What follows belongs to an exercise in optimizing a design on an open flow for small area, a short achievable clock period and few clock cycles per item; a production flow would make more cautious choices.

Setup of trial 46:
==> module mont_digit, before the edit <==
module mont_digit (
  input  logic [ACC_WIDTH-1:0]     s_q,
  input  logic [ACC_WIDTH-1:0]     c_q,
  input  logic                     cin,
  input  logic [1:0]               a_bits,
  input  logic [OPERAND_WIDTH-1:0] b,
  input  logic [OPERAND_WIDTH-1:0] modulus,
  input  logic [OPERAND_WIDTH+1:0] modulus3,   
  output logic [ACC_WIDTH-1:0]     s_nxt,
  output logic [ACC_WIDTH-1:0]     c_nxt,
  output logic                     cout
);
  localparam int TW = ACC_WIDTH + 2;   
  logic [TW-1:0] s_in, c_in;
  logic [TW-1:0] pp0, pp1, qn;
  logic [TW-1:0] xs1, xc1, xs2, xc2, xs3, xc3;
  logic          q0, q1;
  logic          b0a0;
  logic          carry1;
  logic          any0, ge3;
  assign s_in = TW'(s_q);
  assign c_in = TW'(c_q);
  assign b0a0   = a_bits[0] & b[0];
  assign q0     = s_q[0] ^ c_q[0] ^ cin ^ b0a0;
  assign any0   = s_q[0] | c_q[0] | cin | b0a0;
  assign ge3    = (s_q[0] & c_q[0] & (cin | b0a0)) | (cin & b0a0 & (s_q[0] | c_q[0]));
  assign carry1 = any0 & ~ge3;
  assign q1     = s_q[1] ^ c_q[1] ^ (a_bits[0] & b[1]) ^ (a_bits[1] & b[0]) ^
                  (q0 & modulus[1]) ^ carry1;
  assign pp0 = a_bits[0] ? TW'(b)        : '0;
  assign pp1 = a_bits[1] ? TW'({b, 1'b0}) : '0;
  assign qn = q1 ? (q0 ? TW'(modulus3) : TW'({modulus, 1'b0}))
                 : (q0 ? TW'(modulus)  : '0);
  csa_row #(.W(TW)) row1 (.x(s_in), .y(c_in), .z(pp0), .s(xs1), .c(xc1));
  csa_row #(.W(TW)) row2 (.x(xs1), .y({xc1[TW-1:1], cin}), .z(pp1), .s(xs2), .c(xc2));
  csa_row #(.W(TW)) row3 (.x(xs2), .y(xc2), .z(qn), .s(xs3), .c(xc3));
  assign s_nxt = xs3[TW-1:2];
  assign c_nxt = xc3[TW-1:2];
  assign cout  = xs3[1];
endmodule
clock: 8.0 ns
lec_check: 0
cap_margin: 20
core_margin: 2
core_utilization: 40
setup_slack_margin: 4.8
slew_margin: 20
synth_hierarchical: 1
run.sh (not shown) runs the stock make flow with config.mk's settings and CLKGATE_MAP_FILE= SYNTH_SCRIPT=/design/flow/synth_recipe.tcl, a recipe that flattens the netlist after the stock synthesis.
Relative to trial 46, the following input files were edited for build 65:
--- a/flow/design.v
+++ b/flow/design.v
@@ -40,26 +40,31 @@
   logic [TW-1:0] s_in, c_in;
   logic [TW-1:0] pp0, pp1, qn;
   logic [TW-1:0] xs1, xc1, xs2, xc2, xs3, xc3;
   logic          q0, q1;
   logic          b0a0;
   logic          carry1;
-  logic          any0, ge3;
+  logic [2:0]    w0;
   assign s_in = TW'(s_q);
   assign c_in = TW'(c_q);
   assign b0a0   = a_bits[0] & b[0];
   assign q0     = s_q[0] ^ c_q[0] ^ cin ^ b0a0;
-  assign any0   = s_q[0] | c_q[0] | cin | b0a0;
-  assign ge3    = (s_q[0] & c_q[0] & (cin | b0a0)) | (cin & b0a0 & (s_q[0] | c_q[0]));
-  assign carry1 = any0 & ~ge3;
+  assign w0     = {2'b00, s_q[0]} + {2'b00, c_q[0]} + {2'b00, cin} + {2'b00, b0a0};
+  assign carry1 = (w0 == 3'd1) | (w0 == 3'd2);
   assign q1     = s_q[1] ^ c_q[1] ^ (a_bits[0] & b[1]) ^ (a_bits[1] & b[0]) ^
                   (q0 & modulus[1]) ^ carry1;
   assign pp0 = a_bits[0] ? TW'(b)        : '0;
   assign pp1 = a_bits[1] ? TW'({b, 1'b0}) : '0;
-  assign qn = q1 ? (q0 ? TW'(modulus3) : TW'({modulus, 1'b0}))
-                 : (q0 ? TW'(modulus)  : '0);
+  always_comb begin
+    case ({q1, q0})
+      2'b01:   qn = TW'(modulus);
+      2'b10:   qn = TW'({modulus, 1'b0});
+      2'b11:   qn = TW'(modulus3);
+      default: qn = '0;
+    endcase
+  end
   csa_row #(.W(TW)) row1 (.x(s_in), .y(c_in), .z(pp0), .s(xs1), .c(xc1));
   csa_row #(.W(TW)) row2 (.x(xs1), .y({xc1[TW-1:1], cin}), .z(pp1), .s(xs2), .c(xc2));
   csa_row #(.W(TW)) row3 (.x(xs2), .y(xc2), .z(qn), .s(xs3), .c(xc3));
   assign s_nxt = xs3[TW-1:2];
   assign c_nxt = xc3[TW-1:2];
   assign cout  = xs3[1];
### Flow results
Build 65: PASS, flow complete, no timing, DRC or antenna violations
Trial 46 ran to completion and came out clean on the timing, DRC and antenna checks.
Build 65 vs trial 46, worst-path cell with the longest stage delay: sky130_fd_sc_hd__fa_2 vs sky130_fd_sc_hd__a311o_1
Diff trial 46 -> build 65 | data arrival time of the worst path | increase of 0.48 ns
Compared with trial 46, in build 65 post-synthesis area per instance +about 3%; layout inverter count without the clock tree -5.6%; count of buffers not belonging to the clock network in the layout +67.
Relative to trial 46, the area of combinational cells with multiple inputs measured on build 65 has increased by a few percent.
Total number of cells along the worst setup path in build 65 is 2 higher than in trial 46
Side by side, post-place setup slack turned out lower in build 65 than in trial 46.
Global-route wire length before repair on build 65 is ahead of trial 46.
No run of this note included a check of the RTL's function; only the layout flow was run.

-- what the ideal ports hide --
Ports are ideal in the flow. The routed layouts listed here were re-timed in OpenROAD. Step 1 assumes that a clkbuf_16 drives the clock port and a buf_2 every other input. Step 2 times the ports against the registers' clock, not the clock port: input delays grow and output delays shrink by t, the midpoint of the rising clock arrivals with the driver on. Slacks: no drivers / after step 1 / after step 2; pairs: no drivers / after step 1.
| run | t, ns | slack for setup (ns) | clock arrival spread, ns |
|---|---|---|---|
| trial 46 | 0.633 | 4.792 / 4.792 / 4.516 | 0.024 / 0.023 |
| build 65 | 0.626 | 4.323 / 4.323 / 4.323 | 0.021 / 0.020 |
After both steps setup and hold are still met in every run listed. For trial 46, which loses most, drivers alone change the setup slack by 0.000 ns; drivers and shift together by -0.276 ns.
